Source: an optimization exercise on an open RTL-to-GDS flow (aim: small area, a short achievable clock period and few clock cycles per item). Production flows keep margins and buffers that such runs may drop.
RTL that was checked went through simulation tests only; none was proved equivalent to the original.

run A:
Design ordered_dither_spiral_screen_unit, start of the top module:
module ordered_dither_spiral_screen_unit (
    input  logic                          i_clk,
    input  logic                          i_rst_n,
    input  logic                          i_cfg_valid,
    output logic                          o_cfg_ready,
    input  logic [odss_pkg::SIDE_W-1:0]   i_cfg_data,     
    input  logic                          s_axis_tvalid,
    output logic                          s_axis_tready,
    input  logic [odss_pkg::IN_W-1:0]     s_axis_tdata,
    input  logic [0:0]                    s_axis_tuser,   
    output logic                          m_axis_tvalid,
    input  logic                          m_axis_tready,
    output logic [odss_pkg::OUT_W-1:0]    m_axis_tdata,
    output logic [0:0]                    m_axis_tuser    
);
    logic [4:0] r_cfg;           
    logic       w_beat;
    logic       w_pix_in;
    logic       w_pv;
    logic [3:0] w_pd;
    assign o_cfg_ready = 1'b1;
    always_ff @(posedge i_clk) begin
        if (!i_rst_n) begin
            r_cfg <= odss_pkg::SIDE_RESET;
        end else if (i_cfg_valid) begin
  ...
clock: 10.0 ns
lec_check: 0
abc_area: 1
cap_margin: 20
core_margin: 2
core_utilization: 55
place_density: 0.7
slew_margin: 20
tns_end_percent: 10
standard.sh (not shown) runs the stock make flow with config.mk's settings and CLKGATE_MAP_FILE= SYNTH_SCRIPT=/design/flow/synth_recipe.tcl, a recipe that flattens the netlist after the stock synthesis.
==> flow/flow/run.sh <==
#!/bin/bash
set -euo pipefail
bash standard.sh SETUP_SLACK_MARGIN=6.0 \
    "BUFFER_PORTS_ARGS=-buffer_cell sky130_fd_sc_hd__buf_1" \
    "CTS_ARGS=-sink_clustering_enable -repair_clock_nets -dont_use_dummy_load -buf_list sky130_fd_sc_hd__clkbuf_8 -sink_clustering_size 25 -sink_clustering_max_diameter 50" \
    finish > layout.log 2>&1
In summary, run A completed successfully, with a layout that passed the timing, design-rule and antenna checks.
Testbench counts of run A, summed over its fixed seeds: cycles 13,195, items 12,795.
For run B, these inputs were changed with respect to run A:
# run A
export LEC_CHECK = 0
export ABC_AREA = 1
export CAP_MARGIN = 20
export CORE_MARGIN = 2
export CORE_UTILIZATION = 55
export PLACE_DENSITY = 0.7
export SLEW_MARGIN = 20
export TNS_END_PERCENT = 10
create_clock -name core_clock -period 10.0 [get_ports {i_clk}]
# run B
export LEC_CHECK = 0
export ABC_AREA = 1
export CAP_MARGIN = 20
export CORE_MARGIN = 2
export CORE_UTILIZATION = 55
export PLACE_DENSITY = 0.7
export SLEW_MARGIN = 20
create_clock -name core_clock -period 10.0 [get_ports {i_clk}]
diff --git a/flow/flow/run.sh b/flow/flow/run.sh
--- a/flow/flow/run.sh
+++ b/flow/flow/run.sh
@@ -2,3 +2,3 @@
 set -euo pipefail
-bash standard.sh SETUP_SLACK_MARGIN=6.0 \
+bash standard.sh SETUP_SLACK_MARGIN=6.2 \
     "BUFFER_PORTS_ARGS=-buffer_cell sky130_fd_sc_hd__buf_1" \
### Flow results
Between run A and run B, slack of the critical path decreased. Every stage of the flow completed for run B, and the final layout passed the timing, design-rule and antenna checks. Taking run B over run A, the post-CTS setup buffer count ratio works out to 2.2. Relative to run A, global-route usage has gone up in run B. In the reports for run B and run A, the smaller initial antenna violation count belongs to run A.
Changes in run C relative to run B:
# run B
export LEC_CHECK = 0
export ABC_AREA = 1
export CAP_MARGIN = 20
export CORE_MARGIN = 2
export CORE_UTILIZATION = 55
export PLACE_DENSITY = 0.7
export SLEW_MARGIN = 20
create_clock -name core_clock -period 10.0 [get_ports {i_clk}]
# run C
export LEC_CHECK = 0
export ABC_CLOCK_PERIOD_IN_PS = 4000
export CAP_MARGIN = 20
export CORE_MARGIN = 2
export CORE_UTILIZATION = 55
export PLACE_DENSITY = 0.7
export SLEW_MARGIN = 20
create_clock -name core_clock -period 10.0 [get_ports {i_clk}]
diff --git a/flow/flow/run.sh b/flow/flow/run.sh
--- a/flow/flow/run.sh
+++ b/flow/flow/run.sh
@@ -2,3 +2,3 @@
 set -euo pipefail
-bash standard.sh SETUP_SLACK_MARGIN=6.2 \
+bash standard.sh SETUP_SLACK_MARGIN=6.0 \
     "BUFFER_PORTS_ARGS=-buffer_cell sky130_fd_sc_hd__buf_1" \
==> results.txt <==
- Run C against run B: area growth from synthesis to layout rose 0.21 points, post-layout minimum cycle time rose 0.48 ns, longest individual stage delay on the worst path rose 0.04 ns, count of buffers not belonging to the clock network in the layout rose 32.

========
ordered_dither_spiral_screen_unit, a different RTL version from the one above (not shown whole).
Size: about 280 flip-flops, about 87 I/O pins.
Settings: LEC_CHECK=0, CAP_MARGIN=20, CORE_MARGIN=2, CORE_UTILIZATION=40, PLACE_DENSITY=0.6, SLEW_MARGIN=20; clock period 10.0 ns.
run.sh (not shown) runs the stock make flow with config.mk's settings and CLKGATE_MAP_FILE= SYNTH_SCRIPT=/design/flow/synth_recipe.tcl, a recipe that flattens the netlist after the stock synthesis.
Stock flow here: none of the scripts above is used.
Rerun with:
- ABC_CLOCK_PERIOD_IN_PS: not set -> 4000
- SETUP_SLACK_MARGIN: not set -> 5
Count of clock-buffer cells in the layout climbs by 2.
Design area climbs by a few percent.
Final cell count climbs slightly.
Routed wire length climbs by a few percent.
Core utilization climbs by 2.0 points.
Synthesized area is unchanged.
Clock skew drops by 7.2 ps.
Synthesized cell count is unchanged.
Function was not checked in any run of this note: the RTL went through the layout flow alone.

========
ordered_dither_spiral_screen_unit, a different RTL version from the one above (not shown whole).
Size in the first run: about 2500 cells after synthesis, ~230 flip-flops, about 87 I/O pins, ~19000 um^2 of cells after synthesis.
export LEC_CHECK = 0
export ABC_AREA = 1
export CAP_MARGIN = 20
export CORE_MARGIN = 2
export CORE_UTILIZATION = 55
export PLACE_DENSITY = 0.7
export SLEW_MARGIN = 20
create_clock -name core_clock -period 10.0 [get_ports {i_clk}]
standard.sh (not shown) runs the stock make flow with config.mk's settings and CLKGATE_MAP_FILE= SYNTH_SCRIPT=/design/flow/synth_recipe.tcl, a recipe that flattens the netlist after the stock synthesis.
==> flow/flow/run.sh <==
#!/bin/bash
set -euo pipefail
bash standard.sh SETUP_SLACK_MARGIN=6.0 \
    "BUFFER_PORTS_ARGS=-buffer_cell sky130_fd_sc_hd__buf_1" \
    "CTS_ARGS=-sink_clustering_enable -repair_clock_nets -dont_use_dummy_load -buf_list sky130_fd_sc_hd__clkbuf_8 -sink_clustering_size 25 -sink_clustering_max_diameter 50" \
    finish > layout.log 2>&1
Then changed:
==> flow/flow/run.sh (replaced) <==
#!/bin/bash
set -euo pipefail
bash standard.sh SETUP_SLACK_MARGIN=5.6 \
    "BUFFER_PORTS_ARGS=-buffer_cell sky130_fd_sc_hd__buf_1" \
    "CTS_ARGS=-sink_clustering_enable -repair_clock_nets -dont_use_dummy_load -buf_list sky130_fd_sc_hd__clkbuf_8 -sink_clustering_size 25 -sink_clustering_max_diameter 50" \
    finish > layout.log 2>&1
Global-route usage drops by 0.90 points. Final area drops by 5.9%.
Then changed:
==> flow/flow/run.sh (replaced) <==
#!/bin/bash
set -euo pipefail
bash standard.sh SETUP_SLACK_MARGIN=5.8 \
    "BUFFER_PORTS_ARGS=-buffer_cell sky130_fd_sc_hd__buf_1" \
    "CTS_ARGS=-sink_clustering_enable -repair_clock_nets -dont_use_dummy_load -buf_list sky130_fd_sc_hd__clkbuf_8 -sink_clustering_size 25 -sink_clustering_max_diameter 50" \
    finish > layout.log 2>&1
After rerunning:
- via count increases by a few percent
- sequential cell count does not change
- final cell count grows slightly
- area after synthesis stays the same
- final area went up by a few percent
- utilization grows by 1.8 points
- clock skew fell by 38 ps
- worst setup slack gains 100 ps
No run of this note included a check of the RTL's function; only the layout flow was run.

========
== v50 ==
ordered_dither_spiral_screen_unit with an RTL version that a note above also has.
Size in the first run: about 270 flip-flops, roughly 87 I/O pins, ~20,000 sq um of cells after synthesis.
==> flow/config.mk <==
export PLATFORM = sky130hd
export DESIGN_NAME = ordered_dither_spiral_screen_unit
export DESIGN_NICKNAME = ordered_dither_spiral_screen_unit
export VERILOG_FILES = /design/flow/design.v
export SDC_FILE = /design/flow/constraint.sdc
export NUM_CORES = 4
export LEC_CHECK = 0
export ABC_AREA = 1
export CAP_MARGIN = 20
export CORE_MARGIN = 2
export CORE_UTILIZATION = 55
export PLACE_DENSITY = 0.7
export SETUP_SLACK_MARGIN = 5
export SLEW_MARGIN = 20
==> flow/constraint.sdc <==
create_clock -name core_clock -period 10.0 [get_ports {i_clk}]
set_input_delay 2.0000 -clock core_clock [delete_from_list [all_inputs] [get_ports {i_clk}]]
set_output_delay 2.0000 -clock core_clock [all_outputs]
set_load 0.01 [all_outputs]
run.sh (not shown) runs the stock make flow with config.mk's settings and CLKGATE_MAP_FILE= SYNTH_SCRIPT=/design/flow/synth_recipe.tcl, a recipe that flattens the netlist after the stock synthesis.
Stock flow here: none of the scripts above is used.
v50 ran to completion and came out clean on the timing, design-rule and antenna checks.
Testbench counts of v50, summed over its fixed seeds: cycles 13,195, items 12,795.
Changes in v12 relative to v50:
# v50
export LEC_CHECK = 0
export ABC_AREA = 1
export CAP_MARGIN = 20
export CORE_MARGIN = 2
export CORE_UTILIZATION = 55
export PLACE_DENSITY = 0.7
export SETUP_SLACK_MARGIN = 5
export SLEW_MARGIN = 20
create_clock -name core_clock -period 10.0 [get_ports {i_clk}]
# v12
export LEC_CHECK = 0
export ABC_AREA = 1
export CAP_MARGIN = 20
export CORE_MARGIN = 2
export CORE_UTILIZATION = 50
export PLACE_DENSITY = 0.65
export SLEW_MARGIN = 20
create_clock -name core_clock -period 10.0 [get_ports {i_clk}]
==> flow/flow/run.sh (new file) <==
#!/bin/bash
set -euo pipefail
bash standard.sh SETUP_SLACK_MARGIN=6.0 \
    "BUFFER_PORTS_ARGS=-buffer_cell sky130_fd_sc_hd__buf_1" \
    "CTS_ARGS=-sink_clustering_enable -repair_clock_nets -dont_use_dummy_load -buf_list sky130_fd_sc_hd__clkbuf_8 -sink_clustering_size 25 -sink_clustering_max_diameter 50" \
    finish > layout.log 2>&1
==> flow/standard.sh (new file) <==
#!/bin/bash
# synth_recipe.tcl (not shown) runs the flow's synth.tcl, then flattens the netlist and writes it again
# the make line also repeats each setting of config.mk as NAME=value (left out here)
make -C /OpenROAD-flow-scripts/flow DESIGN_CONFIG=/design/flow/config.mk WORK_HOME=/design/flow/orfs CLKGATE_MAP_FILE= SYNTH_SCRIPT=/design/flow/synth_recipe.tcl "${@:-finish}"
removed: flow/run.sh
## What came out
- v12 | stages: all done | timing, DRC, antenna: all pass
- v50 -> v12: global-route wire length before repair increased by a few percent
diff inputs: v12 => v8
# v12
export LEC_CHECK = 0
export ABC_AREA = 1
export CAP_MARGIN = 20
export CORE_MARGIN = 2
export CORE_UTILIZATION = 50
export PLACE_DENSITY = 0.65
export SLEW_MARGIN = 20
create_clock -name core_clock -period 10.0 [get_ports {i_clk}]
# v8
export LEC_CHECK = 0
export ABC_AREA = 1
export CAP_MARGIN = 20
export CORE_MARGIN = 2
export CORE_UTILIZATION = 55
export PLACE_DENSITY = 0.7
export SLEW_MARGIN = 20
create_clock -name core_clock -period 10.0 [get_ports {i_clk}]
v8 has clock buffer count above what v12 had. Run comparison: v12 slowest cell on the critical path dfxtp_2; v8 slowest cell on the critical path fa_1. Relative to v12, post-route fraction of the period consumed by the critical path has decreased by 0.36 points in v8. v12 → v8: via count moved up, first-pass GRT wire length moved down.
Input-level comparison between v38 and v8:
diff --git a/flow/flow/run.sh b/flow/flow/run.sh
--- a/flow/flow/run.sh
+++ b/flow/flow/run.sh
@@ -3 +3 @@
-bash standard.sh SETUP_SLACK_MARGIN=6.0 \
+bash standard.sh SETUP_SLACK_MARGIN=5.8 \
[summary]
- v38: slack of the critical path is 150 ps lower than what v8 reported.
- v8 → v38: global-route wire length before repair has decreased.
- Overall routed net length on v38 is ahead of v8.
- Between v38 and v8, it is v38 whose headroom to the max-slew limit is lower, by 2.0 points.
- Number of fillers in the final layout is higher on v38
- The start point of the critical path comes out u_back.r_s1[1]$_SDFF_PP0_ in one run and u_back.r1_c[2][2]$_DFF_P_ in the other, namely in v38 and v8 respectively.
- Relative to v8, the detailed-routed wire length on met2 measured on v38 has decreased slightly.
- Critical path depth: v8 vs v38 — no meaningful difference

## re-timing with driven ports
The flow's constraints put no driver on any port. The routed layouts listed below were extracted and timed again, unchanged, in two steps. Step 1 assumes that a clkbuf_16 drives the clock port and a buf_2 every other input. Step 2 adds t to the input delays and takes it off the output delays; t is the mean of the earliest and latest rising clock arrival at the registers after step 1. Input paths then give back, and output paths get back, about the clock's delay inside the block. a / b / c = no drivers / after step 1 / after step 2; a / b = the first two.
| run | t (ns) | setup WS [ns] | worst setup path after step 2 | slew at the worst register clock pin (ns) | pins driven straight from the clock port |
|---|---|---|---|---|---|
| run A | 0.643 | 6.075 / 6.075 / 6.062 | input to register | 0.11 / 0.11 | 1 |
| run B | 0.656 | 6.049 / 6.049 / 6.027 | input to register | 0.11 / 0.11 | 1 |
| run C | 0.627 | 5.565 / 5.565 / 5.565 | register to register | 0.11 / 0.11 | 1 |
| the first run of note 2 | 0.593 | 1.922 / 1.922 / 1.922 | register to register | 0.06 / 0.06 | 1 |
| the second run of note 2 | 0.593 | 3.542 / 3.542 / 3.542 | register to register | 0.07 / 0.07 | 1 |
| the first run of note 3 | 0.629 | 5.952 / 5.952 / 5.952 | register to register | 0.09 / 0.09 | 1 |
| the second run of note 3 | 0.629 | 5.738 / 5.738 / 5.738 | register to register | 0.12 / 0.12 | 1 |
| the third run of note 3 | 0.633 | 5.843 / 5.843 / 5.843 | register to register | 0.12 / 0.12 | 1 |
| v50 | 0.603 | 5.286 / 5.286 / 5.286 | register to register | 0.07 / 0.07 | 1 |
| v12 | 0.631 | 6.062 / 6.062 / 6.041 | input to register | 0.12 / 0.12 | 1 |
| v8 | 0.640 | 6.098 / 6.098 / 6.057 | input to register | 0.11 / 0.11 | 1 |
| v38 | 0.623 | 5.946 / 5.946 / 5.946 | register to register | 0.10 / 0.10 | 1 |
After both steps every run listed still meets setup and hold. The setup slack of v8, which loses most, moves by 0.000 ns with the drivers and by -0.041 ns with both steps.
